This is an optimization exercise on Yosys and OpenROAD, whose aim is small area, a short achievable clock period and few clock cycles per item, not a production implementation.
Function was checked by simulation only, so behaviour that the tests miss may differ from the original.
Power is estimated from default activity; no workload was simulated.

run a:
// ring_stats_collector
module ring_stats_collector #(
    parameter int NUM_NODES            = 8,
    parameter int CNT_W                = 64,
    parameter int NUM_PACKETS_PER_NODE = 20,
    parameter int TIMEOUT_CYCLES       = 65535
) (
    input  logic                       clk,
    input  logic                       rst_n,
    input  logic                       start,
    input  logic [NUM_NODES*CNT_W-1:0] sent_flat,
    input  logic [NUM_NODES*CNT_W-1:0] recv_flat,
    input  logic [NUM_NODES*CNT_W-1:0] lat_flat,
    output logic                       busy,
    output logic                       done,
    output logic                       timeout,
    output logic [CNT_W-1:0]           sum_sent,
    output logic [CNT_W-1:0]           sum_recv,
    output logic [CNT_W-1:0]           sum_lat,
    output logic [CNT_W-1:0]           avg_lat,
    output logic [CNT_W-1:0]           drop_cnt
    ,
    output logic [CNT_W-1:0]           min_recv,
    output logic [$clog2(NUM_NODES)-1:0] min_recv_node
);
Size in the first run: roughly 8,600 cells after synthesis, ~1,900 I/O pins, about 67,000 sq um of cells after synthesis.
clock: 9.0 ns
lec_check: 0
abc_area: 1
cap_margin: 20
core_area: 10 10 660 660
die_area: 0 0 670 670
place_density: 0.75
setup_slack_margin: 2
slew_margin: 20
standard.sh (not shown) runs the stock make flow with config.mk's settings and CLKGATE_MAP_FILE= SYNTH_SCRIPT=/design/flow/synth_recipe.tcl, a recipe that flattens the netlist after the stock synthesis.
==> flow/flow/run.sh <==
#!/bin/bash
# Layout flow: the standard ORFS flow (standard.sh) with two knobs changed:
#  - synthesis without Yosys's early "abc -fast" pass (SYNTH_ARGS=-noabc), so extract_fa sees
#    the carry-save adders in their written polarity and maps them to full adders without
#    inverters between them; the later ABC mapping and all register handling are unchanged;
#  - port buffers are sky130_fd_sc_hd__buf_1 instead of the delay buffer buffer_ports picks.
# The whole make output goes to flow_make.log here; ORFS keeps each step's log in orfs/logs.
set -euo pipefail
bash standard.sh \
  SYNTH_ARGS=-noabc \
  "BUFFER_PORTS_ARGS=-buffer_cell sky130_fd_sc_hd__buf_1" \
  finish > flow_make.log 2>&1
Run a completed end to end with timing, DRC and antenna clean.
Testbench counts of run a, summed over its fixed seeds: cycles 768, items 384.
Edits applied to the flow inputs when going from run a to run b:
Settings: PLACE_DENSITY removed (was 0.75); SETUP_SLACK_MARGIN changed from 2 to 3.
Of the two values seen for class of the most critical setup path, flip-flop to output port was produced by run a and flip-flop to flip-flop by run b. Highest net fanout along the worst path in run b vs run a: up 2. When run b is measured against run a, its synthesis-to-layout area growth turns out 3.5 points higher. Run b vs. run a: all-layer global routing usage now smaller; clock-buffer cell count saw an increase; utilization went up; register-to-register slack went up; share of total power in the clock network neither gained nor lost much. Status for run a and run b: clean finish in run a only. Run b has multi-input combinational area share below what run a had.

========
Another version of the RTL of ring_stats_collector (not shown whole).
For scale: ~7100 cells after synthesis, about 450 flip-flops, roughly 1900 I/O pins, ~75000 um^2 of cells after synthesis.
==> flow/config.mk <==
export PLATFORM = sky130hd
export DESIGN_NAME = ring_stats_collector
export DESIGN_NICKNAME = ring_stats_collector
export VERILOG_FILES = /design/flow/design.v
export SDC_FILE = /design/flow/constraint.sdc
export NUM_CORES = 4
export LEC_CHECK = 0
export CAP_MARGIN = 20
export CORE_AREA = 5 5 395 395
export DIE_AREA = 0 0 400 400
export SLEW_MARGIN = 20
==> flow/constraint.sdc <==
create_clock -name core_clock -period 9.0 [get_ports {clk}]
set_input_delay 1.8000 -clock core_clock [delete_from_list [all_inputs] [get_ports {clk}]]
set_output_delay 1.8000 -clock core_clock [all_outputs]
set_load 0.01 [all_outputs]
==> flow/flow/run.sh <==
#!/bin/bash
# Layout flow: the standard ORFS flow (standard.sh) with three knobs changed:
#  - synthesis without Yosys's early "abc -fast" pass (SYNTH_ARGS=-noabc), so extract_fa sees
#    the carry-save adders in their written polarity and maps them to full adders without
#    inverters between them; the later ABC mapping and all register handling are unchanged;
#  - port buffers are sky130_fd_sc_hd__buf_1 instead of the delay buffer buffer_ports picks;
#  - IO pins may sit on adjacent routing tracks, so the smaller die in config.mk fits them.
# The whole make output goes to flow_make.log here; ORFS keeps each step's log in orfs/logs.
set -euo pipefail
bash standard.sh \
  SYNTH_ARGS=-noabc \
  "BUFFER_PORTS_ARGS=-buffer_cell sky130_fd_sc_hd__buf_1" \
  "PLACE_PINS_ARGS=-min_distance 1 -min_distance_in_tracks" \
  finish > flow_make.log 2>&1
Testbench counts at the start, summed over its fixed seeds: cycles 768, items 384.
Then changed:
==> flow/run.sh (new file) <==
#!/bin/bash
# synth_recipe.tcl (not shown) runs the flow's synth.tcl, then flattens the netlist and writes it again
# the make line also repeats each setting of config.mk as NAME=value (left out here)
make -C /OpenROAD-flow-scripts/flow DESIGN_CONFIG=/design/flow/config.mk WORK_HOME=/design/flow/orfs CLKGATE_MAP_FILE= SYNTH_SCRIPT=/design/flow/synth_recipe.tcl finish
- CORE_AREA: 5 5 395 395 -> 10 10 660 660
- DIE_AREA: 0 0 400 400 -> 0 0 670 670
removed: flow/flow/run.sh
removed: flow/standard.sh
Setup slack got worse by 0.088 ns.
Cell count came out higher by 46%.
Synthesized area came out higher by 8.6%.
Core utilization came out lower by 32 points.
Sequential power came out higher by 8.0%.
Cell area came out higher by 28%.
Global-route usage came out lower by 20 points.
Die area came out higher to 2.8 times its value.

========
## PW
RTL: one of the versions met above, not the one the previous note started from.
Size: ~390 flip-flops, ~1900 I/O pins, about 67000 um^2 of cells after synthesis.
Settings: LEC_CHECK=0, ABC_AREA=1, CAP_MARGIN=20, CORE_AREA=10 10 660 660, DIE_AREA=0 0 670 670, SETUP_SLACK_MARGIN=1, SLEW_MARGIN=20; clock period 9.0 ns.
==> flow/flow/run.sh <==
#!/bin/bash
# Layout flow: the standard ORFS flow (standard.sh) with two knobs changed:
#  - synthesis without Yosys's early "abc -fast" pass (SYNTH_ARGS=-noabc), so extract_fa sees
#    the carry-save adders in their written polarity and maps them to full adders without
#    inverters between them; the later ABC mapping and all register handling are unchanged;
#  - port buffers are sky130_fd_sc_hd__buf_1 instead of the delay buffer buffer_ports picks.
# The whole make output goes to flow_make.log here; ORFS keeps each step's log in orfs/logs.
set -euo pipefail
bash standard.sh \
  SYNTH_ARGS=-noabc \
  "BUFFER_PORTS_ARGS=-buffer_cell sky130_fd_sc_hd__buf_1" \
  finish > flow_make.log 2>&1
PW finished all stages; layout check result: FAIL, due to antenna rules.
Testbench counts of PW, summed over its fixed seeds: cycles 768, items 384.
[inputs] TR vs PW
Settings: swapping 1 for 2 in SETUP_SLACK_MARGIN.
==> run summary <==
TR finished every stage and its layout cleared the timing, design-rule and antenna checks. Re worst path setup slack after routing: PW and TR aren't equal, and the higher value belongs to TR. Going from PW to TR, proportion of power drawn by the clock network fell by 1.0 points; total power went up; detailed placement HPWL went down 0.41%; final standard cell count with taps included and fillers excluded climbed 0.98%; switching portion of total power lower. Relative to PW, the antenna cell count measured on TR has increased by more than 10%. Relative to PW, TR improves shortest clock period the worst path allows after layout. TR ended up with a higher design area than PW did.

afterwards: timing with drivers on the ports:
The results above use ideal ports. As a check the final layouts listed here were re-extracted and re-timed, cells and wires unchanged.
Step 1 assumes that a clkbuf_16 drives the clock port and a buf_2 every other input.
Step 2 adds t to the input delays and takes it off the output delays; t is the mean of the earliest and latest rising clock arrival at the registers after step 1. Input paths then give back, and output paths get back, about the clock's delay inside the block.
Slacks: ideal ports / drivers / drivers and shift; pairs: ideal ports / drivers.
run | shift t [ns] | setup slack, ns | worst data-port slew with drivers (ns)
run a | 0.806 | 1.735 / 1.649 / 1.225 | 0.48
run b | 0.803 | 1.820 / 1.820 / 1.225 | 0.49
the first run of note 2 | 0.790 | 0.308 / 0.229 / -0.424 | 0.23
the second run of note 2 | 0.875 | 0.220 / 0.280 / -0.596 | 0.46
PW | 0.794 | 1.212 / 1.212 / 0.463 | 0.48
TR | 0.796 | 1.711 / 1.632 / 1.221 | 0.51
With both steps, setup timing fails in the first run of note 2 and the second run of note 2, where it was met with ideal ports. For the second run of note 2, which loses most, drivers alone change the setup slack by +0.060 ns; drivers and shift together by -0.816 ns.
